From an optimization exercise on the open Yosys and OpenROAD flow, aimed at small area and a short achievable clock period; shortcuts taken in it are not production practice. At most, simulation tests tie the RTL to the original design; equivalence was not proved. The RTL of run 6 was laid out without a check of its function. Power is estimated from default activity; no workload was simulated.

File: flow/config.mk
export PLATFORM = sky130hd
export DESIGN_NAME = muxbus_responder_top
export DESIGN_NICKNAME = muxbus_responder_top
export VERILOG_FILES = /design/flow/design.v
export SDC_FILE = /design/flow/constraint.sdc
export NUM_CORES = 4
export LEC_CHECK = 0
export CAP_MARGIN = 20
export CORE_MARGIN = 2
export CORE_UTILIZATION = 55
export CTS_CLUSTER_DIAMETER = 60
export CTS_CLUSTER_SIZE = 20
export PLACE_DENSITY = 0.65
export SETUP_SLACK_MARGIN = 2.4
export SLEW_MARGIN = 20
export SYNTH_HIERARCHICAL = 1
File: flow/constraint.sdc
create_clock -name core_clock -period 5.0 [get_ports {clk}]
set_input_delay 1.0000 -clock core_clock [delete_from_list [all_inputs] [get_ports {clk}]]
set_output_delay 1.0000 -clock core_clock [all_outputs]
set_load 0.01 [all_outputs]
File: flow/design.v
package muxbus_responder_pkg;
  typedef enum logic [1:0] {
    S_IDLE = 2'd0,
    S_LO   = 2'd1,
    S_HI   = 2'd2,
    S_DATA = 2'd3
  } state_t;
  localparam logic [7:0] OE_WRITE = 8'hFF;
  localparam logic [7:0] OE_READ  = 8'h00;
  function automatic logic in_window(input logic [15:0] addr,
                                     input logic [15:0] base,
                                     input int unsigned aw);
    in_window = ((addr >> aw) == (base >> aw));
  endfunction
endpackage
module muxbus_ram #(
  parameter int AW = 8
) (
  input  logic          clk,
  input  logic [AW-1:0] addr,
  input  logic          ld,
  input  logic          we,
  input  logic [7:0]    wdata,
  output logic [7:0]    rdata
);
  logic [7:0]   mem [256];
  logic [31:0]  lsel_n_q;
  logic [31:0]  lsel;
  logic [7:0]   hsel_n_q, hwe_n, hwe;
  logic [255:0] row_we, row_keep;
  logic [7:0]   grp_n_q [8];
  always_ff @(posedge clk) begin
    if (ld) begin
      for (int i = 0; i < 32; i++) lsel_n_q[i] <= (addr[4:0] != 5'(i));
      for (int j = 0; j < 8; j++)  hsel_n_q[j] <= (addr[7:5] != 3'(j));
    end
  end
  assign hwe_n = ~({8{we}} & ~hsel_n_q);
  assign hwe   = {8{we}} & ~hsel_n_q;
  assign lsel  = ~lsel_n_q;
  for (genvar r = 0; r < 256; r++) begin : g_row
    logic [7:0] d;
    muxbus_nor2  u_we   (.a(lsel_n_q[r % 32]), .b(hwe_n[r / 32]), .y(row_we[r]));
    muxbus_nand2 u_keep (.a(lsel[r % 32]),     .b(hwe[r / 32]),   .y(row_keep[r]));
    for (genvar b = 0; b < 8; b++) begin : g_cell
      muxbus_a22o u_d (.a1(mem[r][b]), .a2(row_keep[r]), .b1(wdata[b]), .b2(row_we[r]), .x(d[b]));
    end
    always_ff @(posedge clk) mem[r] <= d;
  end
  for (genvar b = 0; b < 8; b++) begin : g_bit
    logic [7:0] grp_n;
    for (genvar j = 0; j < 8; j++) begin : g_grp
      logic [31:0] col;
      for (genvar i = 0; i < 32; i++) begin : g_col
        assign col[i] = mem[32*j+i][b];
      end
      muxbus_rdgrp u_grp (.m(col), .sel_n(lsel_n_q), .gsel_n(hsel_n_q[j]), .y_n(grp_n[j]));
    end
    always_ff @(posedge clk) grp_n_q[b] <= grp_n;
    assign rdata[b] = ~|grp_n_q[b];
  end
endmodule
module muxbus_rdgrp (input logic [31:0] m, input logic [31:0] sel_n,
                     input logic gsel_n, output logic y_n);
  logic [15:0] pair_n;
  logic [3:0]  quad;
  always_comb begin
    for (int k = 0; k < 16; k++)
      pair_n[k] = ~((m[2*k] | sel_n[2*k]) & (m[2*k+1] | sel_n[2*k+1]));
    for (int q = 0; q < 4; q++)
      quad[q] = ~(pair_n[4*q] | pair_n[4*q+1] | pair_n[4*q+2] | pair_n[4*q+3]);
    y_n = ~((&quad) | gsel_n);
  end
endmodule
module muxbus_nor2 (input logic a, b, output logic y);
  assign y = ~(a | b);
endmodule
module muxbus_nand2 (input logic a, b, output logic y);
  assign y = ~(a & b);
endmodule
module muxbus_a22o (input logic a1, a2, b1, b2, output logic x);
  assign x = (a1 & a2) | (b1 & b2);
endmodule
module muxbus_responder #(
  parameter int         MEM_AW    = 8,
  parameter logic [15:0] BASE     = 16'h0000,
  parameter logic [7:0] MISS_DATA = 8'hEA
) (
  input  logic             clk,
  input  logic             rst_n,
  input  logic             phi,
  input  logic [7:0]       addr_mux,
  input  logic [7:0]       bus_in,
  input  logic [7:0]       bus_oe_in,
  output logic [7:0]       data_out,
  output logic             data_oe,
  output logic             phase_err,
  output logic [15:0]      rd_count,
  output logic [15:0]      wr_count
);
  muxbus_responder_pkg::state_t state_q, state_d;
  logic              phi_q, fall, rise;
  logic              lo_done_q, is_wr_q, hit_q, phase_err_q, rd_data_q;
  logic              wr_pend_q;
  logic [7:0]        wdata_q, data_out_q, ram_rdata;
  logic              latch_lo, latch_hi, cycle_done, err_set;
  assign fall = phi_q & ~phi;
  assign rise = ~phi_q & phi;
  always_comb begin
    state_d    = state_q;
    latch_lo   = 1'b0;
    latch_hi   = 1'b0;
    cycle_done = 1'b0;
    err_set    = 1'b0;
    case (state_q)
      muxbus_responder_pkg::S_IDLE: if (fall) state_d = muxbus_responder_pkg::S_LO;
      muxbus_responder_pkg::S_LO: begin
        if (rise) begin
          if (!lo_done_q) begin
            err_set = 1'b1;
            state_d = muxbus_responder_pkg::S_IDLE;
          end else begin
            state_d = muxbus_responder_pkg::S_HI;
          end
        end else if (!lo_done_q) begin
          latch_lo = 1'b1;
        end
      end
      muxbus_responder_pkg::S_HI: begin
        if (fall) begin
          err_set = 1'b1;
          state_d = muxbus_responder_pkg::S_LO;
        end else begin
          latch_hi = 1'b1;
          state_d  = muxbus_responder_pkg::S_DATA;
        end
      end
      muxbus_responder_pkg::S_DATA: begin
        if (fall) begin
          cycle_done = 1'b1;
          state_d    = muxbus_responder_pkg::S_LO;
        end
      end
      default: state_d = muxbus_responder_pkg::S_IDLE;
    endcase
  end
  always_ff @(posedge clk or negedge rst_n) begin
    if (!rst_n) begin
      state_q     <= muxbus_responder_pkg::S_IDLE;
      phi_q       <= 1'b0;
      rd_data_q   <= 1'b0;
      phase_err_q <= 1'b0;
    end else begin
      state_q   <= state_d;
      phi_q     <= phi;
      rd_data_q <= (state_d == muxbus_responder_pkg::S_DATA) & ~is_wr_q;
      if (err_set) phase_err_q <= 1'b1;
    end
  end
  always_ff @(posedge clk) begin
    if (state_q != muxbus_responder_pkg::S_LO) lo_done_q <= 1'b0;
    else if (latch_lo)                         lo_done_q <= 1'b1;
    if (latch_lo) is_wr_q <= (bus_oe_in == muxbus_responder_pkg::OE_WRITE);
    if (latch_hi) begin
      wdata_q <= bus_in;
      hit_q   <= muxbus_responder_pkg::in_window({addr_mux, 8'h00}, BASE, MEM_AW);
    end
    wr_pend_q  <= cycle_done & is_wr_q & hit_q;
    data_out_q <= hit_q ? ram_rdata : MISS_DATA;
  end
  muxbus_ram #(.AW(MEM_AW)) u_ram (
    .clk   (clk),
    .addr  (MEM_AW'(addr_mux)),
    .ld    (latch_lo),
    .we    (wr_pend_q),
    .wdata (wdata_q),
    .rdata (ram_rdata)
  );
  assign data_out  = data_out_q;
  assign data_oe   = rd_data_q & phi;
  assign phase_err = phase_err_q;
  logic [15:0] rd_cnt_q, wr_cnt_q;
  always_ff @(posedge clk or negedge rst_n) begin
    if (!rst_n) begin
      rd_cnt_q <= '0;
      wr_cnt_q <= '0;
    end else if (cycle_done) begin
      if (is_wr_q) wr_cnt_q <= wr_cnt_q + 16'd1;
      else         rd_cnt_q <= rd_cnt_q + 16'd1;
    end
  end
  assign rd_count = rd_cnt_q;
  assign wr_count = wr_cnt_q;
endmodule
module muxbus_responder_top (
  input  logic        clk,
  input  logic        rst_n,
  input  logic        phi,
  input  logic [7:0]  addr_mux,
  input  logic [7:0]  bus_in,
  input  logic [7:0]  bus_oe_in,
  output logic [7:0]  data_out,
  output logic        data_oe,
  output logic        phase_err,
  output logic [15:0] rd_count,
  output logic [15:0] wr_count
);
  muxbus_responder #(
    .MEM_AW    (8),
    .BASE      (16'h0000),
    .MISS_DATA (8'hEA)
  ) u_resp (
    .clk       (clk),
    .rst_n     (rst_n),
    .phi       (phi),
    .addr_mux  (addr_mux),
    .bus_in    (bus_in),
    .bus_oe_in (bus_oe_in),
    .data_out  (data_out),
    .data_oe   (data_oe),
    .phase_err (phase_err),
    .rd_count  (rd_count),
    .wr_count  (wr_count)
  );
endmodule
File: flow/flow/run.sh
#!/bin/bash
set -euo pipefail
bash standard.sh synth > synth.log 2>&1
bash standard.sh finish MATCH_CELL_FOOTPRINT=0 "BUFFER_PORTS_ARGS=-buffer_cell sky130_fd_sc_hd__buf_2" > layout.log 2>&1
for f in orfs/logs/*/muxbus_responder_top/base/*.log; do cp "$f" "orfs_$(basename "$f")"; done
File: flow/standard.sh
#!/bin/bash
# synth_recipe.tcl (not shown) runs the flow's synth.tcl, then flattens the netlist and writes it again
# the make line also repeats each setting of config.mk as NAME=value (left out here)
make -C /OpenROAD-flow-scripts/flow DESIGN_CONFIG=/design/flow/config.mk WORK_HOME=/design/flow/orfs CLKGATE_MAP_FILE= SYNTH_SCRIPT=/design/flow/synth_recipe.tcl "${@:-finish}"
==> results of run 1 <==
synth_stat cells (2+ instances only):
| library cell | instances | share of area |
|---|---|---|
| sky130_fd_sc_hd__nor2b_1 | 5 | 0.00042 |
| sky130_fd_sc_hd__nor3_1 | 3 | 0.00020 |
| sky130_fd_sc_hd__clkbuf_1 | 4 | 0.00020 |
| sky130_fd_sc_hd__and3b_1 | 6 | 0.00070 |
| sky130_fd_sc_hd__xor2_1 | 5 | 0.00058 |
| sky130_fd_sc_hd__nand2_1 | 308 | 0.015 |
| sky130_fd_sc_hd__nand3b_1 | 3 | 0.00030 |
| sky130_fd_sc_hd__a41oi_1 | 64 | 0.0075 |
| sky130_fd_sc_hd__nor2_1 | 272 | 0.014 |
| sky130_fd_sc_hd__a22o_1 | 2048 | 0.24 |
| sky130_fd_sc_hd__dfxtp_1 | 2122 | 0.57 |
| sky130_fd_sc_hd__o22ai_1 | 1025 | 0.086 |
| sky130_fd_sc_hd__or3b_2 | 2 | 0.00023 |
| sky130_fd_sc_hd__nor3b_1 | 3 | 0.00030 |
| sky130_fd_sc_hd__nand3_1 | 12 | 0.00080 |
| sky130_fd_sc_hd__nor4_4 | 3 | 0.00085 |
| sky130_fd_sc_hd__xnor2_1 | 25 | 0.0029 |
| sky130_fd_sc_hd__nand2b_1 | 14 | 0.0012 |
| sky130_fd_sc_hd__inv_1 | 44 | 0.0022 |
| sky130_fd_sc_hd__or4_1 | 18 | 0.0018 |
| sky130_fd_sc_hd__ha_1 | 6 | 0.0010 |
| sky130_fd_sc_hd__and2_1 | 6 | 0.00050 |
| sky130_fd_sc_hd__and3_1 | 4 | 0.00033 |
| sky130_fd_sc_hd__nor4_1 | 256 | 0.021 |
| sky130_fd_sc_hd__or3_1 | 2 | 0.00017 |
| sky130_fd_sc_hd__nand4_1 | 10 | 0.00084 |
| sky130_fd_sc_hd__edfxtp_1 | 50 | 0.020 |
| sky130_fd_sc_hd__dfrtp_1 | 37 | 0.012 |
stage by stage:
step	setup WS (ns)	hold slack, ns	area, µm²
final	2.253	0.2865	84140
after global routing	2.383	0.3576	84120
after CTS	2.401	0.2942	83960
after detailed placement	2.040	0.4656	78730
after global placement	1.768	0.4616	78720
after floorplan	0.3226	0.4565	74890
final cells by class:
cell class	count	area (µm²)
Inverter	44	187.7
Timing Repair inverter	1	7.507
Tap cell	1781	2228
Multi-Input combinational cell	4114	29920
Antenna cell	9	22.52
Sequential cell	2209	44910
Fill cell	10930	51160
Clock inverter	54	760.7
Timing Repair Buffer	234	1986
Clock buffer	187	4121
Yosys stat by module (local to each module, per instance), a selection:
module / cell area (µm²) / flip-flops and latches
muxbus_rdgrp: 133.9 / 0
muxbus_a22o: 8.758 / 0
muxbus_nand2: 3.754 / 0
muxbus_nor2: 3.754 / 0
critical path, cell delays in order, from the launching register on:
cell                       delay [ns]
sky130_fd_sc_hd__edfxtp_1        0.55
sky130_fd_sc_hd__buf_4           0.44
sky130_fd_sc_hd__o22ai_1         0.16
sky130_fd_sc_hd__nor4_1          0.73
sky130_fd_sc_hd__a41oi_1         0.55
cells by family after synthesis:
family          share of synthesized area
simple gates                      0.06028
flops                              0.5996
fa+ha+maj                        0.001002
mux                             0.0001337
xor+xnor                         0.003508
compound gates                     0.3330
buf+inv                          0.002406
report_power, final:
part | leakage [nW] | internal [mW] | switching (mW)
clock network | 2.35 | 6.67 | 6.27
registers | 18.4 | 18.6 | 0.621
logic | 11.8 | 1.38 | 2.40
total | 32.5 | 26.6 | 9.29
registers in the layout (all words and copies together) (netlist names):
register / cells
u_resp.u_ram.grp_n_q: 64
u_resp.u_ram.lsel_n_q: 32
u_resp.data_out_q: 8
u_resp.wr_cnt_q: 16
u_resp.rd_data_q: 1
u_resp.u_ram.mem: 2048
u_resp.phase_err_q: 1
u_resp.hit_q: 1
u_resp.rd_cnt_q: 16
u_resp.wdata_q: 8
u_resp.state_q: 2
u_resp.lo_done_q: 1
u_resp.wr_pend_q: 1
u_resp.phi_q: 1
u_resp.is_wr_q: 1
u_resp.u_ram.hsel_n_q: 8
metal layers:
| layer | track usage | up-vias | wire length, µm |
|---|---|---|---|
| met4 | 0.1624 | 10 | 12040 |
| met2 | 0.5526 | 3232 | 117900 |
| met3 | 0.07889 | 496 | 24600 |
| li1 | - | 27280 | - |
| met5 | 0 | - | 74 |
| met1 | 0.5021 | 31390 | 112000 |
worst paths after layout:
| kind | start | endpoint | cells after the start |
|---|---|---|---|
| setup / recovery | u_resp.u_ram.lsel_n_q[12]$_DFFE_PP_ | u_resp.u_ram.grp_n_q[6][2]$_DFF_P_ | 4 |
| hold / removal | rst_n | u_resp.state_q[0]$_DFF_PN0_ | 1 |
| setup reg to reg | u_resp.u_ram.lsel_n_q[12]$_DFFE_PP_ | u_resp.u_ram.grp_n_q[6][2]$_DFF_P_ | 4 |
| hold reg to reg | u_resp.wr_cnt_q[15]$_DFFE_PN0P_ | u_resp.wr_cnt_q[15]$_DFFE_PN0P_ | 1 |
| max in group asynchronous | rst_n | u_resp.wr_cnt_q[9]$_DFFE_PN0P_ | 1 |
| min in group core_clock | bus_in[1] | u_resp.wdata_q[1]$_DFFE_PP_ | 1 |
what timing repair did:
action / 4_1_cts / 5_1_grt
endpoints found under the setup margin: 1393 / 489
buffers inserted: 27 / 12
cloned: 1 / 0
hold buffers: 0 / 0
resized for setup: 18 / 10
==> impl_results.md, run 1 <==
* Count of buffers from port buffering at 68
* Final core utilization at 0.6219
* Weighted congestion reported at the end of routability-driven placement at 0.8865
* Number of nets in the synthesized netlist at 6,404
* Register area share after synthesis at 0.5996
* WP data arrival at 3.26 ns
* Relative slew slack at 0.1601
* Routed Antenna Nets at 0
* Pin count of the biggest net entering global routing at 148
* Max-cap viol count at 0
* TritonCTS clock tree: done
* Total wire length at 266,600 µm
* Combined area of all synthesized cells at 74,890 µm²
* Post-Route Setup TNS at 0 ns
* Number of remaining DRC errors at 0
* Number of enable flip-flop cells after synthesis at 50
* Worst-case vdd ir drop at 0.0003189 V
* Vias in the first global route at 58,710
* Placeable core area at 135,300 µm²
* Commonest non-fill, non-tap cells in the layout: 2,121 x sky130_fd_sc_hd__dfxtp_1, 2,048 x sky130_fd_sc_hd__a22o_1, 1,025 x sky130_fd_sc_hd__o22ai_1
* Main flop type after synthesis: sky130_fd_sc_hd__dfxtp_1
* Vias after detailed routing at 62,410
* Vias/cell at 7.229
* Most frequent standard cell in the layout excluding fill and tap cells: sky130_fd_sc_hd__dfxtp_1
* Worst reg-to-reg setup slack at 2.25 ns
* Initial Util at 0.5535
* Power density of the placed cells at 427.1 nW/µm²
* Final-report hold violation count at 0
* Setup repair after global routing missed its margin: false
* Share of final-layout standard cells stronger than drive strength 1 at 0.07161
* Setup violation total in the final timing report at 0
* Clock insertion delay at the later pin of the skew report at 0.80 ns
* Flops & latches, synth at 2,209
* Clock tree root driver cell: sky130_fd_sc_hd__clkbuf_16
* Max Clock Skew at 0.02741 ns
* Clock buffers created by TritonCTS at 143
* IO Count at 69
* Wire length per cell at 30.89 µm
* Number of nets in the final layout at 6,780
* Worst Path Max Fanout at 27
* Layout Cells excl Fill at 8,633
* Overflow left after global routing at 0
* Global-route wire length before repair at 388,400 µm
* Minimum clock period at 2.747 ns
* Power after layout at 35.94 mW
* Period utilization at 0.5494
* Horizontal die dimension at 373.0 µm
* Total count of max-transition violations in the final report at 0
* Total number of clock tree sinks at 2,209
* Distinct cells, synth at 42
* Standard-cell row count at 135
* Pin slew with the least headroom to its limit at 1.259 ns
* Global-route usage over all layers at 0.3653
* Fmax achieved at 364.0 MHz
* Count of mapped cells out of synthesis at 6,371
* CP Launch Type: flip-flop
* Signed area change from the synthesized netlist to the final layout at 12.35%
* YS warnings at 13
* Overall die height at 373.0 µm
* Estimated wirelength of the detail-placed design at 163,300 µm
* Crit end category: flip-flop
* Status: no timing/DRC/antenna violations
* Antenna violations before repair at 14
* Clock-pin transition on the worst setup and hold timing paths at 0.08 ns
* Type of the worst setup path: reg2reg
* Maximum buffer depth of the clock tree at 3
* Synthesized area divided by synthesized cell count at 11.75 µm²
* Type of the most critical hold path: in2async
* Leakage component of the power at 32.49 nW
* H-Tree Level Count at 4
* First-pass iteration count of the detailed router at 5
* Initial drt markers at 8,100
* Die Footprint at 139,100 µm²
* Share of flip-flops with an asynchronous set or reset after synthesis at 0.01675
* Worst Path Required at 5.51 ns
* Placed instance count at 8,343
==> run 2, diff against run 1 <==
--- a/flow/config.mk
+++ b/flow/config.mk
@@ -8,8 +8,8 @@
 export CAP_MARGIN = 20
 export CORE_MARGIN = 2
 export CORE_UTILIZATION = 55
-export CTS_CLUSTER_DIAMETER = 60
-export CTS_CLUSTER_SIZE = 20
+export CTS_CLUSTER_DIAMETER = 100
+export CTS_CLUSTER_SIZE = 30
 export PLACE_DENSITY = 0.65
 export SETUP_SLACK_MARGIN = 2.4
 export SLEW_MARGIN = 20
==> impl_results.md, run 2 <==
* Status: no timing/DRC/antenna violations
* Net switching share of the total power at 0.2656
* Crit end category: flip-flop
* Number of remaining DRC errors at 0
* Clock-pin transition on the worst setup and hold timing paths at 0.12 ns
* Area contributors post-synth: sky130_fd_sc_hd__dfxtp_1 57%, sky130_fd_sc_hd__a22o_1 24%, sky130_fd_sc_hd__o22ai_1 8.6%
* Minimum clock period at 2.708 ns
* Standard-cell row count at 135
* WP data arrival at 3.29 ns
* Synthesized area divided by synthesized cell count at 11.75 µm²
* Final-report hold violation count at 0
* Synth top area share at 0.5672
* Signed area change from the synthesized netlist to the final layout at 8.723%
* Antenna violations before repair at 11
* Clock tree root driver cell: sky130_fd_sc_hd__clkbuf_16
* Total number of clock tree sinks at 2,209
* Registers with the highest flip-flop counts: u_resp.u_ram.mem (2048), u_resp.u_ram.grp_n_q (64), u_resp.u_ram.lsel_n_q (32)
* Worst-case vdd ir drop at 0.0002773 V
* Global-route wire length before repair at 385,600 µm
* Worst Path Max Fanout at 27
* First-pass iteration count of the detailed router at 6
* Top-count cell post-synth: sky130_fd_sc_hd__dfxtp_1
* Combined area of all synthesized cells at 74,890 µm²
* Reg power frac at 0.609
* Setup violation total in the final timing report at 0
* Clock buffers created by TritonCTS at 83
* Worst slack at placement at 2.040 ns
* Routed Antenna Nets at 0
* Period utilization at 0.5416
* Main flop type after synthesis: sky130_fd_sc_hd__dfxtp_1
* Relative slew slack at 0.1754
* Initial Util at 0.5535
* Placeable core area at 135,300 µm²
* Vias in the first global route at 58,160
* CP delay by family, top: flip-flops
* Top register by number of flip-flops: u_resp.u_ram.mem
* Distinct cells, synth at 42
* Overflow left after global routing at 0
* Number of nets in the final layout at 6,720
* Type of the most critical hold path: in2async
* Commonest non-fill, non-tap cells in the layout: 2,121 x sky130_fd_sc_hd__dfxtp_1, 2,048 x sky130_fd_sc_hd__a22o_1, 1,025 x sky130_fd_sc_hd__o22ai_1
* Register area share after synthesis at 0.5996
* Worst Slack Setup Final at 2.292 ns
* Most frequent cells after synthesis: 2,122 x sky130_fd_sc_hd__dfxtp_1, 2,048 x sky130_fd_sc_hd__a22o_1, 1,025 x sky130_fd_sc_hd__o22ai_1
* Pin count of the biggest net entering global routing at 148
* Die Footprint at 139,100 µm²
* Flops & latches, synth at 2,209
* Vias after detailed routing at 61,890
* Critical Path Source: u_resp.u_ram.lsel_n_q[10]$_DFFE_PP_
* Number of enable flip-flop cells after synthesis at 50
* Share of flip-flops with an asynchronous set or reset after synthesis at 0.01675
* WP buf/inv at 1
* Type of the worst setup path: reg2reg
* Top cell type by total area after synthesis: sky130_fd_sc_hd__dfxtp_1
* Max-cap viol count at 0
* Max Clock Skew at 0.03969 ns
* Horizontal die dimension at 373.0 µm
* Clk network pwr share at 0.271
* Worst Path Required at 5.58 ns
* H-Tree Level Count at 3
* Internal at 23.17 mW
* Leakage component of the power at 31.23 nW
* Largest register FFs at 2,048
* TritonCTS clock tree: done
* Estimated wirelength of the detail-placed design at 163,300 µm
* Overall die height at 373.0 µm
* Post-Route Setup TNS at 0 ns
* Total wire length at 264,500 µm
* Most frequent standard cell in the layout excluding fill and tap cells: sky130_fd_sc_hd__dfxtp_1
* Weighted congestion reported at the end of routability-driven placement at 0.8865
* Cell type of the slowest stage on the worst timing path: sky130_fd_sc_hd__edfxtp_1
* Initial drt markers at 8,123
* Logic gate share of total power at 0.119
* Count of mapped cells out of synthesis at 6,371
* Pin slew with the least headroom to its limit at 1.236 ns
* Setup repair after global routing missed its margin: false
* Power density of the placed cells at 387.4 nW/µm²
* Count of buffers from port buffering at 68
* Share of final-layout standard cells stronger than drive strength 1 at 0.05266
* CP Launch Type: flip-flop
* Maximum buffer depth of the clock tree at 3
* Wire length per cell at 31.16 µm
* Cell Chain, Critical Path: buf_4, o22ai_1, nor4_1, a41oi_1
* Total count of max-transition violations in the final report at 0
* Fmax achieved at 369.3 MHz
* Vias/cell at 7.292
* YS warnings at 13
* Clock insertion delay at the later pin of the skew report at 0.76 ns
* Number of nets in the synthesized netlist at 6,404
* Sw Pwr at 8.379 mW
* Worst stage delay on the critical path at 0.82 ns
* Reg2Reg Launch Point: u_resp.u_ram.lsel_n_q[10]$_DFFE_PP_
* IO Count at 69
* Global-route usage over all layers at 0.3620
-- run 2: cell counts after synthesis --
No cell type changed its count.
-- run 2: per-module statistics from Yosys, one instance, submodules excluded, a selection --
module / flops+latches / cells
muxbus_a22o: 0 / 1
muxbus_nand2: 0 / 1
muxbus_nor2: 0 / 1
muxbus_rdgrp: 0 / 21
-- run 2: power groups by stage --
stage | logic, mW | registers (mW) | clock network (mW)
after detailed placement | 3.57 | 19.6 | 0
after floorplan | 1.66 | 19.8 | 0
after global routing | 3.89 | 19.3 | 9.20
after global placement | 3.52 | 19.6 | 0
final | 3.77 | 19.2 | 8.56
after CTS | 3.64 | 19.2 | 8.62
-- run 2: logic make-up after synthesis --
| family | synth area share |
|---|---|
| xor+xnor | 0.003508 |
| buf+inv | 0.002406 |
| fa+ha+maj | 0.001002 |
| mux | 0.0001337 |
| simple gates | 0.06028 |
| compound gates | 0.3330 |
| flops | 0.5996 |
-- run 2: final cells by class --
type                    instances  area [µm²]
inverters                      44       183.9
diodes                          3       7.507
well taps                    1781        2228
repair buffers                234        1961
flip-flops and latches       2209       44910
fillers                     11210       53880
repair inverters                1       7.507
clock buffers                  99        2222
multi-input cells            4114       29880
clock inverters                 2       25.02
-- run 2: repair_timing --
| action | CTS | global route |
|---|---|---|
| hold buffers | 0 | 0 |
| endpoints found under the setup margin | 1397 | 574 |
| gates resized for setup | 16 | 5 |
| cloned | 1 | 0 |
| setup buffers | 31 | 8 |
-- run 2: per-stage QoR --
step,instance area (µm²),std cells,utilization,power (mW),hold slack (ns)
after CTS,81330,8476,0.6011,31.46,0.3417
final,81420,8487,0.6018,31.55,0.3390
after floorplan,74890,6371,-,21.48,0.4565
after global placement,78720,8342,0.5818,23.13,0.4616
after global routing,81420,8484,0.6017,32.39,0.4013
after detailed placement,78730,8343,0.5819,23.19,0.4656
-- run 2: path summary, 6_finish.rpt --
| kind | to | slack (ns) | cells after the start |
|---|---|---|---|
| setup / recovery | u_resp.u_ram.grp_n_q[0][3]$_DFF_P_ | 2.29 | 4 |
| hold / removal | u_resp.rd_cnt_q[0]$_DFFE_PN0P_ | 0.34 | 1 |
| setup reg to reg | u_resp.u_ram.grp_n_q[0][3]$_DFF_P_ | 2.29 | 4 |
| hold reg to reg | u_resp.wr_cnt_q[15]$_DFFE_PN0P_ | 0.48 | 1 |
| max in group asynchronous | u_resp.wr_cnt_q[13]$_DFFE_PN0P_ | 4.14 | 1 |
| min in group core_clock | u_resp.wdata_q[4]$_DFFE_PP_ | 0.43 | 1 |
-- run 2: layer usage --
layer / routed length [µm] / vias up / GRT usage
met1: 111100 / 31200 / 0.5020
met5: 76 / - / 0
met3: 24120 / 489 / 0.07037
met2: 116700 / 3145 / 0.5493
li1: - / 27050 / -
met4: 12460 / 10 / 0.1588
==> run 3, diff against run 2 <==
--- a/flow/config.mk
+++ b/flow/config.mk
@@ -8,9 +8,9 @@
 export CAP_MARGIN = 20
 export CORE_MARGIN = 2
 export CORE_UTILIZATION = 55
-export CTS_CLUSTER_DIAMETER = 100
-export CTS_CLUSTER_SIZE = 30
+export CTS_CLUSTER_DIAMETER = 80
+export CTS_CLUSTER_SIZE = 26
 export PLACE_DENSITY = 0.65
-export SETUP_SLACK_MARGIN = 2.4
+export SETUP_SLACK_MARGIN = 2.7
 export SLEW_MARGIN = 20
 export SYNTH_HIERARCHICAL = 1
==> impl_results.md, run 3 <==
* First-pass iteration count of the detailed router at 5
* Global-route wire length before repair at 388,500 µm
* Share of flip-flops with an asynchronous set or reset after synthesis at 0.01675
* WP data arrival at 1.43 ns
* Crit end category: output port
* Total wire length at 267,100 µm
* Multi-input gate area in the final layout at 30,410 µm²
* Estimated wirelength of the detail-placed design at 165,200 µm
* Worst slack at placement at 2.016 ns
* Antenna violations before repair at 17
* Largest register FFs at 2,048
* Standard-cell row count at 135
* TritonCTS clock tree: done
* CTS Hold Bufs at 0
* Clock insertion delay at the later pin of the skew report at 0.77 ns
* Share of final-layout standard cells stronger than drive strength 1 at 0.08115
* Number of cells on the worst reg-to-reg path at 5
* CP Launch Type: primary input
* Wire length per cell at 31.09 µm
* Critical Path Source: phi
* Total number of clock tree sinks at 2,209
* Most frequent standard cell in the layout excluding fill and tap cells: sky130_fd_sc_hd__dfxtp_1
* Status: no timing/DRC/antenna violations
* Global-route usage over all layers at 0.3656
* Logic gate share of total power at 0.120
* Power density of the placed cells at 397.1 nW/µm²
* Top-count cell post-synth: sky130_fd_sc_hd__dfxtp_1
* Sw Pwr at 8.874 mW
* Met1 routing resource usage after global routing at 0.5214
* Signed area change from the synthesized netlist to the final layout at 11.36%
* Top cell type by total area after synthesis: sky130_fd_sc_hd__dfxtp_1
* Count of buffers from port buffering at 68
* Relative slew slack at 0.2041
* Setup repair after global routing missed its margin: true
* Top register by number of flip-flops: u_resp.u_ram.mem
* Vias in the first global route at 58,240
* Overflow left after global routing at 0
* YS warnings at 13
* Count of mapped cells out of synthesis at 6,371
* Clk network pwr share at 0.299
* Clock-pin transition on the worst setup and hold timing paths at 0.10 ns
* Vias/cell at 7.268
* Maximum buffer depth of the clock tree at 3
* Worst-case vdd ir drop at 0.0003917 V
* Worst Path Required at 4.00 ns
* H-Tree Level Count at 3
* Type of the most critical hold path: in2async
* Max Clock Skew at 0.02934 ns
* Pin slew with the least headroom to its limit at 1.194 ns
* GR peak layer: met2
* Number of nets in the final layout at 6,796
* Main flop type after synthesis: sky130_fd_sc_hd__dfxtp_1
* Initial Util at 0.5535
* Most frequent cells after synthesis: 2,122 x sky130_fd_sc_hd__dfxtp_1, 2,048 x sky130_fd_sc_hd__a22o_1, 1,025 x sky130_fd_sc_hd__o22ai_1
* Combined area of all synthesized cells at 74,890 µm²
* Leakage component of the power at 31.94 nW
* Worst Path Max Fanout at 8
* Pin count of the biggest net entering global routing at 155
* Max-cap viol count at 0
* Synthesized area divided by synthesized cell count at 11.75 µm²
* Commonest non-fill, non-tap cells in the layout: 2,122 x sky130_fd_sc_hd__dfxtp_1, 2,048 x sky130_fd_sc_hd__a22o_1, 1,025 x sky130_fd_sc_hd__o22ai_1
* Setup violation total in the final timing report at 0
* Initial drt markers at 8,291
* Number of enable flip-flop cells after synthesis at 50
* Vias after detailed routing at 62,420
* Placeable core area at 135,300 µm²
* Met2 GRT Util at 0.5360
* Filler cell count at 11,040
* Clock buffers created by TritonCTS at 101
* Post-Route Setup TNS at 0 ns
* Distinct cells, synth at 42
* Fraction of met3 tracks used by global routing at 0.07235
* Flops & latches, synth at 2,209
* IO Count at 69
* Horizontal die dimension at 373.0 µm
* Registers with the highest flip-flop counts: u_resp.u_ram.mem (2048), u_resp.u_ram.grp_n_q (64), u_resp.u_ram.lsel_n_q (32)
* Number of remaining DRC errors at 0
* Type of the worst setup path: in2out
* Synth top area share at 0.5672
* Overall die height at 373.0 µm
* Period utilization at 0.4851
* Sequential Area at 44,910 µm²
* Routed Antenna Nets at 0
* Reg2Reg Launch Point: u_resp.u_ram.lsel_n_q[23]$_DFFE_PP_
* Worst Slack Setup Final at 2.574 ns
* Final-report hold violation count at 0
* Clock tree root driver cell: sky130_fd_sc_hd__clkbuf_16
* Area contributors post-synth: sky130_fd_sc_hd__dfxtp_1 57%, sky130_fd_sc_hd__a22o_1 24%, sky130_fd_sc_hd__o22ai_1 8.6%
* Fmax achieved at 412.3 MHz
* Internal at 24.24 mW
* Reg power frac at 0.581
* Die Footprint at 139,100 µm²
* Weighted congestion reported at the end of routability-driven placement at 0.9147
* Total count of max-transition violations in the final report at 0
* Minimum clock period at 2.426 ns
* Net switching share of the total power at 0.2680
* Register area share after synthesis at 0.5996
* Number of nets in the synthesized netlist at 6,404
## run 3: changes by cell type in the layout (fill, tap and decap cells not counted), sizes merged
cell	delta
buf	+59
clkbuf	+22
clkinvlp	+13
bufinv	+4
clkinv	+3
diode	+3
inv	-2
## run 3: worst paths after layout
kind	to	slack [ns]
min reg2reg	u_resp.u_ram.mem[242][6]$_DFF_P_	0.49
min	u_resp.state_q[0]$_DFF_PN0_	0.32
max reg2reg	u_resp.u_ram.grp_n_q[5][7]$_DFF_P_	2.60
max	data_oe	2.57
max in group asynchronous	u_resp.wr_cnt_q[4]$_DFFE_PN0P_	4.11
min in group core_clock	u_resp.wdata_q[0]$_DFFE_PP_	0.40
## run 3: critical path, cell delays in order
cell                     delay, ns
sky130_fd_sc_hd__buf_4        0.14
sky130_fd_sc_hd__and2_1       0.15
sky130_fd_sc_hd__buf_2        0.13
## run 3: metal layers
metal  routed length [µm]  share of wire
met1               112800           0.42
met2               113800           0.43
met3                26750           0.10
met4                13590          0.051
met5                  102        0.00038
## run 3: logic make-up (layout without fill, tap and decap cells)
kind of cell,Yosys count,count (layout),share of synthesized area
multiplexers,1,1,0.0001337
flip-flops,2209,2209,0.5996
buffers and inverters,48,479,0.002406
AO/OA/AOI/OAI,3142,3142,0.3330
other,0,6,0
XOR/XNOR,30,30,0.003508
AND/OR/NAND/NOR,935,935,0.06028
adder cells (fa/ha/maj),6,6,0.001002
## run 3: area by class of cell
| type | instances | share of cell area |
|---|---|---|
| Clock buffer | 121 | 0.03284 |
| Inverter | 44 | 0.002851 |
| Timing Repair Buffer | 293 | 0.03062 |
| Antenna cell | 6 | 0.0001800 |
| Tap cell | 1781 | 0.02672 |
| Sequential cell | 2209 | 0.5385 |
| Multi-Input combinational cell | 4114 | 0.3646 |
| Clock inverter | 21 | 0.003691 |
## run 3: Yosys stat by module, one instance, submodules excluded, excerpt
module        cells inside  times used
muxbus_rdgrp            21          64
muxbus_a22o              1        2048
muxbus_nand2             1         256
muxbus_nor2              1         256
## run 3: repair_timing
| action | 4_1_cts | 5_1_grt |
|---|---|---|
| gates cloned | 0 | 0 |
| endpoints found under the setup margin | 1719 | 1008 |
| gates resized for setup | 80 | 89 |
| pin swaps | 1 | 0 |
| setup buffers | 78 | 17 |
| hold endpoints to repair | 0 | 0 |
## run 3: metrics by stage
| step | instance area, µm² | util | power (mW) | hold slack [ns] | std cells |
|---|---|---|---|---|---|
| final | 83400 | 0.6164 | 33.11 | 0.3191 | 8589 |
| after global routing | 83380 | 0.6163 | 33.98 | 0.3633 | 8583 |
| after CTS | 82850 | 0.6123 | 32.94 | 0.3130 | 8566 |
| after detailed placement | 78680 | 0.5815 | 23.22 | 0.4680 | 8346 |
| after global placement | 78620 | 0.5811 | 23.16 | 0.4584 | 8343 |
| after floorplan | 74890 | - | 21.48 | 0.4565 | 6371 |
## run 3: power by group through the flow
stage / combinational (mW) / sequential [mW] / clock [mW]
6_report: 3.97 / 19.2 / 9.91
5_1_grt: 4.09 / 19.3 / 10.6
4_1_cts: 3.76 / 19.2 / 9.97
3_5_place_dp: 3.56 / 19.7 / 0
3_3_place_gp: 3.51 / 19.6 / 0
2_1_floorplan: 1.66 / 19.8 / 0
==> run 4, diff against run 3 <==
--- a/flow/config.mk
+++ b/flow/config.mk
@@ -7,10 +7,10 @@
 export LEC_CHECK = 0
 export CAP_MARGIN = 20
 export CORE_MARGIN = 2
-export CORE_UTILIZATION = 55
+export CORE_UTILIZATION = 60
 export CTS_CLUSTER_DIAMETER = 80
 export CTS_CLUSTER_SIZE = 26
-export PLACE_DENSITY = 0.65
+export PLACE_DENSITY = 0.7
 export SETUP_SLACK_MARGIN = 2.7
 export SLEW_MARGIN = 20
 export SYNTH_HIERARCHICAL = 1
==> impl_results.md, run 4 <==
* Number of nets in the final layout at 6,776
* Share of final-layout standard cells stronger than drive strength 1 at 0.07216
* Max Clock Skew at 0.02564 ns
* Total number of clock tree sinks at 2,209
* Top cell type by total area after synthesis: sky130_fd_sc_hd__dfxtp_1
* Setup violation total in the final timing report at 0
* Global-route usage over all layers at 0.3903
* First-pass iteration count of the detailed router at 8
* Overall die height at 357.3 µm
* Number of enable flip-flop cells after synthesis at 50
* CP Launch Type: flip-flop
* H-Tree Level Count at 3
* Most frequent standard cell in the layout excluding fill and tap cells: sky130_fd_sc_hd__dfxtp_1
* Clock insertion delay at the later pin of the skew report at 0.76 ns
* Combined area of all synthesized cells at 74,890 µm²
* Horizontal die dimension at 357.3 µm
* Max-cap viol count at 0
* Total count of max-transition violations in the final report at 0
* Placeable core area at 123,800 µm²
* Signed area change from the synthesized netlist to the final layout at 10.50%
* Synth Area in Simple Gates at 0.06028
* Count of buffers from port buffering at 68
* Count of mapped cells out of synthesis at 6,371
* Number of remaining DRC errors at 0
* Clock-pin transition on the worst setup and hold timing paths at 0.09 ns
* Type of the worst setup path: reg2reg
* Status: no timing/DRC/antenna violations
* Pin slew with the least headroom to its limit at 1.161 ns
* Vias after detailed routing at 62,730
* Final-report hold violation count at 0
* Vias in the first global route at 58,070
* Maximum buffer depth of the clock tree at 3
* Relative slew slack at 0.2253
* Most frequent cells after synthesis: 2,122 x sky130_fd_sc_hd__dfxtp_1, 2,048 x sky130_fd_sc_hd__a22o_1, 1,025 x sky130_fd_sc_hd__o22ai_1
* Combinational family with the most area after synthesis: compound AO/OA/AOI/OAI gates
* Total wire length at 260,400 µm
* Weighted congestion reported at the end of routability-driven placement at 0.9223
* Vias/cell at 7.439
* Top register by number of flip-flops: u_resp.u_ram.mem
* Power density of the placed cells at 395.7 nW/µm²
* Synth top area share at 0.5672
* Share of flip-flops with an asynchronous set or reset after synthesis at 0.01675
* Area contributors post-synth: sky130_fd_sc_hd__dfxtp_1 57%, sky130_fd_sc_hd__a22o_1 24%, sky130_fd_sc_hd__o22ai_1 8.6%
* Registers with the highest flip-flop counts: u_resp.u_ram.mem (2048), u_resp.u_ram.grp_n_q (64), u_resp.u_ram.lsel_n_q (32)
* WP data arrival at 3.03 ns
* Filler cell count at 9,559
* Initial drt markers at 9,302
* Flops & latches, synth at 2,209
* Pin count of the biggest net entering global routing at 141
* Compound-gate portion of the synthesized area at 0.3330
* Minimum clock period at 2.491 ns
* Synthesized area divided by synthesized cell count at 11.75 µm²
* Initial Util at 0.6049
* Largest register FFs at 2,048
* Area share of xor/xnor cells in the synthesized design at 0.003508
* Setup repair after global routing missed its margin: true
* Routed Antenna Nets at 0
* Die Footprint at 127,700 µm²
* TritonCTS clock tree: done
* Number of nets in the synthesized netlist at 6,404
* Worst Path Max Fanout at 22
* Register area share after synthesis at 0.5996
* YS warnings at 13
* Overflow left after global routing at 0
* Crit end category: flip-flop
* Estimated wirelength of the detail-placed design at 156,900 µm
* Main flop type after synthesis: sky130_fd_sc_hd__dfxtp_1
* IO Count at 69
* Antenna violations before repair at 15
* Post-synthesis mux area share at 0.0001337
* Global-route wire length before repair at 379,800 µm
* Distinct cells, synth at 42
* Worst-case vdd ir drop at 0.0003384 V
* Power after layout at 32.74 mW
* Top-count cell post-synth: sky130_fd_sc_hd__dfxtp_1
* Clock tree root driver cell: sky130_fd_sc_hd__clkbuf_16
* Commonest non-fill, non-tap cells in the layout: 2,121 x sky130_fd_sc_hd__dfxtp_1, 2,048 x sky130_fd_sc_hd__a22o_1, 1,025 x sky130_fd_sc_hd__o22ai_1
* Clock buffers created by TritonCTS at 100
* Worst Path Required at 5.54 ns
* Leakage component of the power at 31.71 nW
* Post-Route Setup TNS at 0 ns
* CTS Hold Bufs at 0
* Period utilization at 0.4981
* Type of the most critical hold path: in2async
* Standard-cell row count at 129
* Wire length per cell at 30.89 µm
* Post-synthesis adder-cell area fraction at 0.001002
* Fmax achieved at 401.5 MHz
==> run 4: cell counts after synthesis <==
Identical to the previous run, type by type.
==> run 4: layout make-up <==
cell class | instances | area [µm²] | area share
clock inverters | 21 | 242.7 | 0.002933
well taps | 1637 | 2048 | 0.02475
multi-input cells | 4116 | 30170 | 0.3645
clock buffers | 115 | 2705 | 0.03269
diodes | 18 | 45.04 | 0.0005443
inverters | 44 | 256.5 | 0.003099
repair buffers | 272 | 2381 | 0.02877
flip-flops and latches | 2209 | 44910 | 0.5427
==> run 4: layer usage <==
metal	wire length, µm	part of all wire	GRT usage
met1	106900	0.41	0.5483
met3	26570	0.10	0.07321
met4	13600	0.052	0.1963
met2	113300	0.44	0.5768
met5	14	0.000054	0
==> run 4: per-stage QoR <==
stage,hold WS (ns),utilization,instance area (µm²),cells,worst slack [ns]
2_1_floorplan,0.4565,-,74890,6371,0.3226
3_3_place_gp,0.4571,0.6333,78400,8179,1.818
3_5_place_dp,0.4613,0.6333,78400,8179,1.916
4_1_cts,0.3363,0.6655,82390,8394,2.595
5_1_grt,0.3628,0.6683,82730,8422,2.578
6_report,0.3436,0.6685,82760,8432,2.509
==> run 4: power by group <==
group | leakage, nW | internal, mW | switching (mW)
logic | 11.9 | 1.43 | 2.45
clock network | 1.43 | 4.02 | 5.65
registers | 18.4 | 18.6 | 0.590
total | 31.7 | 24.1 | 8.69
==> run 4: final timing paths <==
path | start | to | slack, ns | cells past startpoint
hold reg to reg | u_resp.u_ram.mem[214][7]$_DFF_P_ | u_resp.u_ram.mem[214][7]$_DFF_P_ | 0.49 | 1
min in group core_clock | phi | u_resp.phi_q$_DFF_PN0_ | 0.39 | 1
setup reg to reg | u_resp.u_ram.lsel_n_q[17]$_DFFE_PP_ | u_resp.u_ram.grp_n_q[5][2]$_DFF_P_ | 2.51 | 4
hold / removal | rst_n | u_resp.rd_cnt_q[10]$_DFFE_PN0P_ | 0.34 | 1
max in group asynchronous | rst_n | u_resp.wr_cnt_q[4]$_DFFE_PN0P_ | 4.13 | 1
setup / recovery | u_resp.u_ram.lsel_n_q[17]$_DFFE_PP_ | u_resp.u_ram.grp_n_q[5][2]$_DFF_P_ | 2.51 | 4
==> run 4: logic make-up (layout without fill, tap and decap cells) <==
group | count (synthesis) | in the layout
buffers and inverters | 48 | 452
AOI/OAI and AO/OA | 3142 | 3142
adders and majority gates | 6 | 6
and+or+nand+nor | 935 | 937
xor gates and xnor gates | 30 | 30
other | 0 | 18
DFF | 2209 | 2209
muxes | 1 | 1
==> run 4: repair_timing <==
item	in CTS	in global routing
gates resized for setup	84	35
pin swaps	1	0
hold endpoints to repair	0	0
endpoints found under the setup margin	2049	539
buffers inserted	77	20
gates cloned	2	0
==> run 4: Yosys stat by module, one instance, submodules excluded, a selection <==
module | area, µm² | cells inside
muxbus_rdgrp | 133.9 | 21
muxbus_a22o | 8.758 | 1
muxbus_nand2 | 3.754 | 1
muxbus_nor2 | 3.754 | 1
==> run 4: worst max-delay path, stage by stage (launching register included) <==
cell and delay, ns:
sky130_fd_sc_hd__edfxtp_1 0.63, sky130_fd_sc_hd__buf_4 0.38, sky130_fd_sc_hd__o22ai_1 0.20, sky130_fd_sc_hd__nor4_1 0.74
sky130_fd_sc_hd__a41oi_1 0.33
==> run 5, diff against run 4 <==
--- a/flow/config.mk
+++ b/flow/config.mk
@@ -7,10 +7,10 @@
 export LEC_CHECK = 0
 export CAP_MARGIN = 20
 export CORE_MARGIN = 2
-export CORE_UTILIZATION = 60
+export CORE_UTILIZATION = 62
 export CTS_CLUSTER_DIAMETER = 80
-export CTS_CLUSTER_SIZE = 26
-export PLACE_DENSITY = 0.7
-export SETUP_SLACK_MARGIN = 2.7
+export CTS_CLUSTER_SIZE = 28
+export PLACE_DENSITY = 0.72
+export SETUP_SLACK_MARGIN = 2.75
 export SLEW_MARGIN = 20
 export SYNTH_HIERARCHICAL = 1
==> impl_results.md, run 5 <==
* Highest layer used for signal routing: met5
* Registers with the highest flip-flop counts: u_resp.u_ram.mem (2048), u_resp.u_ram.grp_n_q (64), u_resp.u_ram.lsel_n_q (32)
* Met2 Wirelength at 110,700 µm
* Wire length the detailed router placed on met1 at 105,000 µm
* CTS Hold Bufs at 0
* Sw Pwr at 8.615 mW
* Count of mapped cells out of synthesis at 6,371
* Worst reg-to-reg setup slack at 2.59 ns
* Reg power frac at 0.592
* Worst-case vdd ir drop at 0.0004449 V
* Reg2Reg Launch Point: u_resp.u_ram.lsel_n_q[16]$_DFFE_PP_
* Setup repair after global routing missed its margin: true
* Count of buffers from port buffering at 68
* Weighted congestion reported at the end of routability-driven placement at 0.9343
* Synthesized area divided by synthesized cell count at 11.75 µm²
* Max-cap viol count at 0
* Placeable core area at 119,800 µm²
* Status: no timing/DRC/antenna violations
* Worst Slack Setup Final at 2.588 ns
* Antenna violations before repair at 5
* End of the worst register-to-register path: u_resp.u_ram.grp_n_q[1][7]$_DFF_P_
* Crit end category: flip-flop
* Synth top area share at 0.5672
* IO Count at 69
* Most frequent cells after synthesis: 2,122 x sky130_fd_sc_hd__dfxtp_1, 2,048 x sky130_fd_sc_hd__a22o_1, 1,025 x sky130_fd_sc_hd__o22ai_1
* Register area share after synthesis at 0.5996
* YS warnings at 13
* Minimum clock period at 2.412 ns
* Maximum buffer depth of the clock tree at 3
* Vias/cell at 7.488
* Top-count cell post-synth: sky130_fd_sc_hd__dfxtp_1
* Vias after detailed routing at 62,940
* Initial drt markers at 9,228
* Number of remaining DRC errors at 0
* Total count of max-transition violations in the final report at 0
* Global-route wire length before repair at 379,600 µm
* Signed area change from the synthesized netlist to the final layout at 10.76%
* Main flop type after synthesis: sky130_fd_sc_hd__dfxtp_1
* Horizontal die dimension at 351.6 µm
* Initial Util at 0.6251
* Share of flip-flops with an asynchronous set or reset after synthesis at 0.01675
* Top register by number of flip-flops: u_resp.u_ram.mem
* Fmax achieved at 414.6 MHz
* Estimated wirelength of the detail-placed design at 159,200 µm
* Net switching share of the total power at 0.2660
* Share of final-layout standard cells stronger than drive strength 1 at 0.07981
* Pin count of the biggest net entering global routing at 145
* Total number of clock tree sinks at 2,209
* Relative slew slack at 0.2699
* Overflow left after global routing at 0
* Minimum hold slack at 0.3462 ns
* Worst Path Required at 5.52 ns
* H-Tree Level Count at 3
* Total wire length at 260,100 µm
* Number of enable flip-flop cells after synthesis at 50
* Worst slack at placement at 1.975 ns
* Top cell type by total area after synthesis: sky130_fd_sc_hd__dfxtp_1
* Type of the most critical hold path: in2async
* Clock insertion delay at the later pin of the skew report at 0.74 ns
* Clock-pin transition on the worst setup and hold timing paths at 0.11 ns
* TritonCTS clock tree: done
* Clock buffers created by TritonCTS at 92
* Routed Antenna Nets at 0
* Pin slew with the least headroom to its limit at 1.095 ns
* CP Launch Type: flip-flop
* Standard-cell row count at 127
* Most frequent standard cell in the layout excluding fill and tap cells: sky130_fd_sc_hd__dfxtp_1
* Distinct cells, synth at 42
* Logic gate share of total power at 0.124
* Combined area of all synthesized cells at 74,890 µm²
* Power after layout at 32.38 mW
* Worst Path Max Fanout at 30
* Period utilization at 0.4824
* Final-report hold violation count at 0
* Die Footprint at 123,600 µm²
* Vias in the first global route at 58,600
* Wire length per cell at 30.94 µm
* Overall die height at 351.6 µm
* Number of nets in the synthesized netlist at 6,404
* Type of the worst setup path: reg2reg
* Filler cell count at 9,073
* Number of cells on the worst reg-to-reg path at 5
* Clk network pwr share at 0.284
* Leakage component of the power at 31.70 nW
* Flops & latches, synth at 2,209
* Power density of the placed cells at 390.4 nW/µm²
* Commonest non-fill, non-tap cells in the layout: 2,119 x sky130_fd_sc_hd__dfxtp_1, 2,048 x sky130_fd_sc_hd__a22o_1, 1,025 x sky130_fd_sc_hd__o22ai_1
* Number of nets in the final layout at 6,792
* Clock tree root driver cell: sky130_fd_sc_hd__clkbuf_16
* Post-Route Setup TNS at 0 ns
* WP data arrival at 2.94 ns
* Area contributors post-synth: sky130_fd_sc_hd__dfxtp_1 57%, sky130_fd_sc_hd__a22o_1 24%, sky130_fd_sc_hd__o22ai_1 8.6%
* First-pass iteration count of the detailed router at 8
* Global-route usage over all layers at 0.4042
* Internal at 23.77 mW
* Met3 Wirelength at 27,970 µm
* Largest register FFs at 2,048
* Setup violation total in the final timing report at 0
* Max Clock Skew at 0.02929 ns
run 5: power groups by stage:
stage               sequential [mW]  clock (mW)  combinational, mW
floorplan                      19.8           0               1.66
global placement               19.6           0               3.51
detailed placement             19.6           0               3.57
CTS                            19.2        9.21               3.80
global route                   19.3        9.79               4.12
finish                         19.2        9.20               4.01
run 5: final cells by class:
class / count / area, µm² / area share
Sequential cell: 2209 / 44920 / 0.5415
Multi-Input combinational cell: 4115 / 30410 / 0.3666
Timing Repair Buffer: 297 / 2639 / 0.03181
Clock buffer: 112 / 2514 / 0.03030
Tap cell: 1612 / 2017 / 0.02432
Inverter: 44 / 276.5 / 0.003334
Clock inverter: 14 / 175.2 / 0.002112
Antenna cell: 3 / 7.507 / 0.00009050
run 5: how the worst max path moves through the flow:
| stage | from | to | slack, ns | cells after the start |
|---|---|---|---|---|
| 5_1_grt | phi | data_oe | 2.61 | 3 |
| 2_1_floorplan | u_resp.wdata_q[0]$_DFFE_PP_ | u_resp.u_ram.mem[0][0]$_DFF_P_ | 0.32 | 1 |
| 4_1_cts | u_resp.rd_data_q$_DFF_PN0_ | data_oe | 2.62 | 2 |
| 3_3_place_gp | u_resp.wr_pend_q$_DFF_P_ | u_resp.u_ram.mem[91][7]$_DFF_P_ | 1.55 | 4 |
| 6_report | u_resp.u_ram.lsel_n_q[16]$_DFFE_PP_ | u_resp.u_ram.grp_n_q[1][7]$_DFF_P_ | 2.59 | 5 |
| 3_5_place_dp | u_resp.wr_pend_q$_DFF_P_ | u_resp.u_ram.mem[132][5]$_DFF_P_ | 1.98 | 5 |
run 5: cells by family (layout without fill, tap and decap cells):
group,after synthesis,count (layout),synth area share
AO/OA/AOI/OAI,3142,3142,0.3330
XOR/XNOR,30,30,0.003508
buffers and inverters,48,467,0.002406
multiplexers,1,1,0.0001337
other,0,3,0
flip-flops,2209,2209,0.5996
AND/OR/NAND/NOR,935,936,0.06028
adder cells (fa/ha/maj),6,6,0.001002
run 5: layer usage:
layer / global-route usage / vias to the layer above
met5: 0 / -
met4: 0.2329 / 2
met3: 0.09446 / 619
met2: 0.5838 / 3648
met1: 0.5555 / 31460
li1: - / 27220
run 5: repair_timing:
item                       4_1_cts  5_1_grt
buffers inserted                84       24
gates resized for setup        109       59
pin swaps                        1        0
setup endpoints to repair     2075      874
cloned                           1        0
run 5: stage by stage:
step / cells / instance area [µm²] / utilization
floorplan: 6371 / 74890 / -
global placement: 8166 / 78450 / 0.6548
detailed placement: 8168 / 78470 / 0.6550
CTS: 8379 / 82430 / 0.6880
global route: 8403 / 82940 / 0.6923
finish: 8406 / 82950 / 0.6923
run 5: worst max-delay path, stage by stage, from the launching register on:
cell	delay (ns)
sky130_fd_sc_hd__edfxtp_1	0.42
sky130_fd_sc_hd__buf_4	0.16
sky130_fd_sc_hd__buf_4	0.42
sky130_fd_sc_hd__o22ai_1	0.18
sky130_fd_sc_hd__nor4_1	0.64
sky130_fd_sc_hd__a41oi_1	0.34
run 5: Yosys stat by module (local to each module, per instance), a selection:
module / cells inside / flops+latches / area (µm²) / copies in the design
muxbus_nand2: 1 / 0 / 3.754 / 256
muxbus_a22o: 1 / 0 / 8.758 / 2048
muxbus_rdgrp: 21 / 0 / 133.9 / 64
muxbus_nor2: 1 / 0 / 3.754 / 256
==> run 6, diff against run 5 <==
--- a/flow/design.v
+++ b/flow/design.v
@@ -18,30 +18,24 @@
 ) (
   input  logic          clk,
   input  logic [AW-1:0] addr,
-  input  logic          ld,
   input  logic          we,
   input  logic [7:0]    wdata,
   output logic [7:0]    rdata
 );
   logic [7:0]   mem [256];
   logic [31:0]  lsel_n_q;
-  logic [31:0]  lsel;
-  logic [7:0]   hsel_n_q, hwe_n, hwe;
+  logic [7:0]   hsel_n_q, hwe_n;
   logic [255:0] row_we, row_keep;
   logic [7:0]   grp_n_q [8];
   always_ff @(posedge clk) begin
-    if (ld) begin
-      for (int i = 0; i < 32; i++) lsel_n_q[i] <= (addr[4:0] != 5'(i));
-      for (int j = 0; j < 8; j++)  hsel_n_q[j] <= (addr[7:5] != 3'(j));
-    end
+    for (int i = 0; i < 32; i++) lsel_n_q[i] <= (addr[4:0] != 5'(i));
+    for (int j = 0; j < 8; j++)  hsel_n_q[j] <= (addr[7:5] != 3'(j));
   end
   assign hwe_n = ~({8{we}} & ~hsel_n_q);
-  assign hwe   = {8{we}} & ~hsel_n_q;
-  assign lsel  = ~lsel_n_q;
   for (genvar r = 0; r < 256; r++) begin : g_row
     logic [7:0] d;
     muxbus_nor2  u_we   (.a(lsel_n_q[r % 32]), .b(hwe_n[r / 32]), .y(row_we[r]));
-    muxbus_nand2 u_keep (.a(lsel[r % 32]),     .b(hwe[r / 32]),   .y(row_keep[r]));
+    muxbus_inv   u_keep (.a(row_we[r]), .y(row_keep[r]));
     for (genvar b = 0; b < 8; b++) begin : g_cell
       muxbus_a22o u_d (.a1(mem[r][b]), .a2(row_keep[r]), .b1(wdata[b]), .b2(row_we[r]), .x(d[b]));
     end
@@ -75,8 +69,8 @@
 module muxbus_nor2 (input logic a, b, output logic y);
   assign y = ~(a | b);
 endmodule
-module muxbus_nand2 (input logic a, b, output logic y);
-  assign y = ~(a & b);
+module muxbus_inv (input logic a, output logic y);
+  assign y = ~a;
 endmodule
 module muxbus_a22o (input logic a1, a2, b1, b2, output logic x);
   assign x = (a1 & a2) | (b1 & b2);
@@ -102,6 +96,7 @@
   logic              phi_q, fall, rise;
   logic              lo_done_q, is_wr_q, hit_q, phase_err_q, rd_data_q;
   logic              wr_pend_q;
+  logic [MEM_AW-1:0] addr_lo_q;
   logic [7:0]        wdata_q, data_out_q, ram_rdata;
   logic              latch_lo, latch_hi, cycle_done, err_set;
   assign fall = phi_q & ~phi;
@@ -160,7 +155,10 @@
   always_ff @(posedge clk) begin
     if (state_q != muxbus_responder_pkg::S_LO) lo_done_q <= 1'b0;
     else if (latch_lo)                         lo_done_q <= 1'b1;
-    if (latch_lo) is_wr_q <= (bus_oe_in == muxbus_responder_pkg::OE_WRITE);
+    if (latch_lo) begin
+      addr_lo_q <= MEM_AW'(addr_mux);
+      is_wr_q   <= (bus_oe_in == muxbus_responder_pkg::OE_WRITE);
+    end
     if (latch_hi) begin
       wdata_q <= bus_in;
       hit_q   <= muxbus_responder_pkg::in_window({addr_mux, 8'h00}, BASE, MEM_AW);
@@ -170,8 +168,7 @@
   end
   muxbus_ram #(.AW(MEM_AW)) u_ram (
     .clk   (clk),
-    .addr  (MEM_AW'(addr_mux)),
-    .ld    (latch_lo),
+    .addr  (addr_lo_q),
     .we    (wr_pend_q),
     .wdata (wdata_q),
     .rdata (ram_rdata)
--- a/flow/config.mk
+++ b/flow/config.mk
@@ -7,10 +7,10 @@
 export LEC_CHECK = 0
 export CAP_MARGIN = 20
 export CORE_MARGIN = 2
-export CORE_UTILIZATION = 62
+export CORE_UTILIZATION = 55
 export CTS_CLUSTER_DIAMETER = 80
-export CTS_CLUSTER_SIZE = 28
-export PLACE_DENSITY = 0.72
-export SETUP_SLACK_MARGIN = 2.75
+export CTS_CLUSTER_SIZE = 26
+export PLACE_DENSITY = 0.65
+export SETUP_SLACK_MARGIN = 2.7
 export SLEW_MARGIN = 20
 export SYNTH_HIERARCHICAL = 1
==> impl_results.md, run 6 <==
* YS warnings at 13
* Register area share after synthesis at 0.5997
* Power after layout at 32.49 mW
* Total placed instance area at 77,920 µm²
* WP data arrival at 3.15 ns
* Global-route usage over all layers at 0.3551
* Number of enable flip-flop cells after synthesis at 18
* Most frequent cells after synthesis: 2,162 x sky130_fd_sc_hd__dfxtp_1, 2,048 x sky130_fd_sc_hd__a22o_1, 1,025 x sky130_fd_sc_hd__o22ai_1
* Fraction of met3 tracks used by global routing at 0.06181
* Clock insertion delay at the later pin of the skew report at 0.77 ns
* Pin count of the biggest net entering global routing at 147
* Cell Chain, Critical Path: buf_6, o22ai_1, nor4_1, a41oi_1
* Max Clock Skew at 0.02734 ns
* Standard-cell row count at 135
* Crit end category: flip-flop
* Vias/cell at 7.215
* CP Launch Type: flip-flop
* Cell type of the slowest stage on the worst timing path: sky130_fd_sc_hd__nor4_1
* Estimated wirelength of the detail-placed design at 141,400 µm
* Signed area change from the synthesized netlist to the final layout at 11.90%
* Registers with the highest flip-flop counts: u_resp.u_ram.mem (2048), u_resp.u_ram.grp_n_q (64), u_resp.u_ram.lsel_n_q (32)
* Die Footprint at 138,600 µm²
* Count of buffers from port buffering at 68
* Vias after detailed routing at 61,310
* Routed Antenna Nets at 0
* WP buf/inv at 1
* Vias in the first global route at 56,670
* Top cell type by total area after synthesis: sky130_fd_sc_hd__dfxtp_1
* Global-route wire length before repair at 373,400 µm
* Combined area of all synthesized cells at 74,620 µm²
* Relative slew slack at 0.1994
* Minimum clock period at 2.552 ns
* Synth top area share at 0.5801
* Clock-pin transition on the worst setup and hold timing paths at 0.10 ns
* Worst Path Required at 5.60 ns
* Commonest non-fill, non-tap cells in the layout: 2,129 x sky130_fd_sc_hd__dfxtp_1, 2,048 x sky130_fd_sc_hd__a22o_1, 1,025 x sky130_fd_sc_hd__o22ai_1
* Clock tree root driver cell: sky130_fd_sc_hd__clkbuf_16
* Worst-case vdd ir drop at 0.0003314 V
* Flops & latches, synth at 2,217
* Worst stage delay on the critical path at 0.98 ns
* Total number of clock tree sinks at 2,217
* Type of the most critical hold path: in2async
* Logic depth of the worst path, buffers included at 4
* Setup violation total in the final timing report at 0
* Setup repair after global routing missed its margin: true
* Wire length per cell at 31.07 µm
* Number of remaining DRC errors at 0
* Number of nets in the final layout at 6,700
* Weighted congestion reported at the end of routability-driven placement at 0.8558
* CP delay by family, top: simple AND/OR/NAND/NOR gates
* Met1 routing resource usage after global routing at 0.5134
* Overall die height at 372.3 µm
* Power density of the placed cells at 389.1 nW/µm²
* Pin slew with the least headroom to its limit at 1.190 ns
* Total count of max-transition violations in the final report at 0
* Number of cells on the worst reg-to-reg path at 4
* Summed area of non-filler cells in the final layout at 83,500 µm²
* TritonCTS clock tree: done
* Type of the worst setup path: reg2reg
* Leakage component of the power at 32.32 nW
* Period utilization at 0.5104
* Top register by number of flip-flops: u_resp.u_ram.mem
* Maximum buffer depth of the clock tree at 3
* Clock buffers created by TritonCTS at 104
* Top-count cell post-synth: sky130_fd_sc_hd__dfxtp_1
* Share of final-layout standard cells stronger than drive strength 1 at 0.1007
* Total wire length at 264,000 µm
* Share of flip-flops with an asynchronous set or reset after synthesis at 0.01669
* Placeable core area at 135,100 µm²
* Initial drt markers at 8,068
* Antenna violations before repair at 13
* Layout Cells excl Fill at 8,497
* GR peak layer: met2
* Fmax achieved at 391.8 MHz
* Final-report hold violation count at 0
* Largest register FFs at 2,048
* Most frequent standard cell in the layout excluding fill and tap cells: sky130_fd_sc_hd__dfxtp_1
* Overflow left after global routing at 0
* Initial Util at 0.5522
* Synthesized area divided by synthesized cell count at 11.76 µm²
* CTS Hold Bufs at 0
* Horizontal die dimension at 372.3 µm
* H-Tree Level Count at 3
* IO Count at 69
* Status: no timing/DRC/antenna violations
* First-pass iteration count of the detailed router at 8
* Main flop type after synthesis: sky130_fd_sc_hd__dfxtp_1
* Area contributors post-synth: sky130_fd_sc_hd__dfxtp_1 58%, sky130_fd_sc_hd__a22o_1 24%, sky130_fd_sc_hd__o22ai_1 8.6%
* Worst Path Max Fanout at 36
* Count of mapped cells out of synthesis at 6,344
* Met2 GRT Util at 0.5260
* Distinct cells, synth at 42
* Placed instance count at 8,245
* Post-Route Setup TNS at 0 ns
* Number of nets in the synthesized netlist at 6,377
* Max-cap viol count at 0
[run 6: cell count changes after synthesis, sizes merged, moves of 6 or more]
cell,before,now
xnor2,25,19
xor2,5,11
edfxtp,50,18
nand2,308,51
dfxtp,2122,2162
inv,44,261
[run 6: path summary, 6_finish.rpt]
path,from,endpoint,slack [ns]
setup / recovery,u_resp.u_ram.lsel_n_q[25]$_DFF_P_,u_resp.u_ram.grp_n_q[3][0]$_DFF_P_,2.45
hold / removal,rst_n,u_resp.rd_cnt_q[2]$_DFFE_PN0P_,0.31
setup reg to reg,u_resp.u_ram.lsel_n_q[25]$_DFF_P_,u_resp.u_ram.grp_n_q[3][0]$_DFF_P_,2.45
hold reg to reg,u_resp.u_ram.mem[24][1]$_DFF_P_,u_resp.u_ram.mem[24][1]$_DFF_P_,0.49
max in group asynchronous,rst_n,u_resp.rd_cnt_q[0]$_DFFE_PN0P_,4.12
min in group core_clock,bus_in[6],u_resp.wdata_q[6]$_DFFE_PP_,0.40
[run 6: per-module statistics from Yosys, one instance, submodules excluded, excerpt]
module,cell area (µm²),copies in the design
muxbus_nor2,3.754,256
muxbus_a22o,8.758,2048
muxbus_rdgrp,133.9,64
muxbus_inv,3.754,256
[run 6: metal layers]
layer / routed length [µm] / up-vias
li1: - / 26790
met2: 113900 / 3435
met3: 26870 / 496
met4: 11100 / 2
met5: 9 / -
met1: 112100 / 30590
[run 6: repair_timing]
| action | 4_1_cts | 5_1_grt |
|---|---|---|
| setup buffers | 68 | 29 |
| endpoints found under the setup margin | 2134 | 1626 |
| hold endpoints to repair | 0 | 0 |
| resized for setup | 113 | 190 |
[run 6: through the flow]
step	hold slack, ns	utilization	worst slack (ns)
2_1_floorplan	0.4565	-	0.3226
3_3_place_gp	0.4543	0.5766	2.150
3_5_place_dp	0.4607	0.5766	2.077
4_1_cts	0.3013	0.6107	2.479
5_1_grt	0.3634	0.6178	2.547
6_report	0.3127	0.6179	2.448
[run 6: layout make-up]
type / instances / area (µm²)
diodes: 5 / 12.51
fillers: 10960 / 51630
flip-flops and latches: 2217 / 44870
well taps: 1781 / 2228
repair buffers: 222 / 2559
inverters: 261 / 979.7
clock buffers: 118 / 2758
clock inverters: 32 / 354.1
multi-input cells: 3861 / 29730
[run 6: worst reg2reg max path, delay by kind of cell, from the launching register on]
kind / cells / cell delay (ns)
DFF: 1 / 0.57
buffers and inverters: 1 / 0.40
AOI/OAI and AO/OA: 2 / 0.44
and+or+nand+nor: 1 / 0.98
[run 6: cells by family after synthesis]
group	share of synthesized area
AND/OR/NAND/NOR	0.04771
flip-flops	0.5997
buffers and inverters	0.01353
AO/OA/AOI/OAI	0.3342
multiplexers	0.0002851
XOR/XNOR	0.003521
adder cells (fa/ha/maj)	0.001006
[run 6: report_power, final]
part           leakage (nW)  switching [mW]  internal (mW)
clock                  1.52            5.87           4.11
combinational          12.7            2.80           1.25
sequential             18.1           0.549           17.9

re-timing with driven ports:
The flow's constraints put no driver on any port. The routed layouts listed below were extracted and timed again, unchanged, in two steps. Step 1: set_driving_cell puts a clkbuf_16 on clk and a buf_2 on each other input, an assumption about the parent block. Step 2 also shifts input and output timing later by t, the mid clock arrival at the registers, as if the neighbouring blocks saw the same clock. a / b / c = ideal / step 1 / step 2; a / b = the first two.
| run | shift t [ns] | setup slack, ns | worst register clock-pin slew, ns | worst slew at a driven data input, ns |
|---|---|---|---|---|
| run 1 | 0.869 | 2.253 / 2.253 / 2.253 | 0.09 / 0.09 | 0.03 |
| run 2 | 0.826 | 2.292 / 2.292 / 2.292 | 0.12 / 0.12 | 0.03 |
| run 3 | 0.833 | 2.574 / 2.521 / 2.242 | 0.11 / 0.11 | 0.04 |
| run 4 | 0.826 | 2.509 / 2.509 / 2.374 | 0.11 / 0.11 | 0.04 |
| run 5 | 0.808 | 2.588 / 2.554 / 2.403 | 0.11 / 0.11 | 0.04 |
| run 6 | 0.836 | 2.448 / 2.448 / 2.448 | 0.11 / 0.11 | 0.04 |
After both steps setup and hold are still met in every run listed. The setup slack of run 3, which loses most, moves by -0.053 ns with the drivers and by -0.332 ns with both steps.
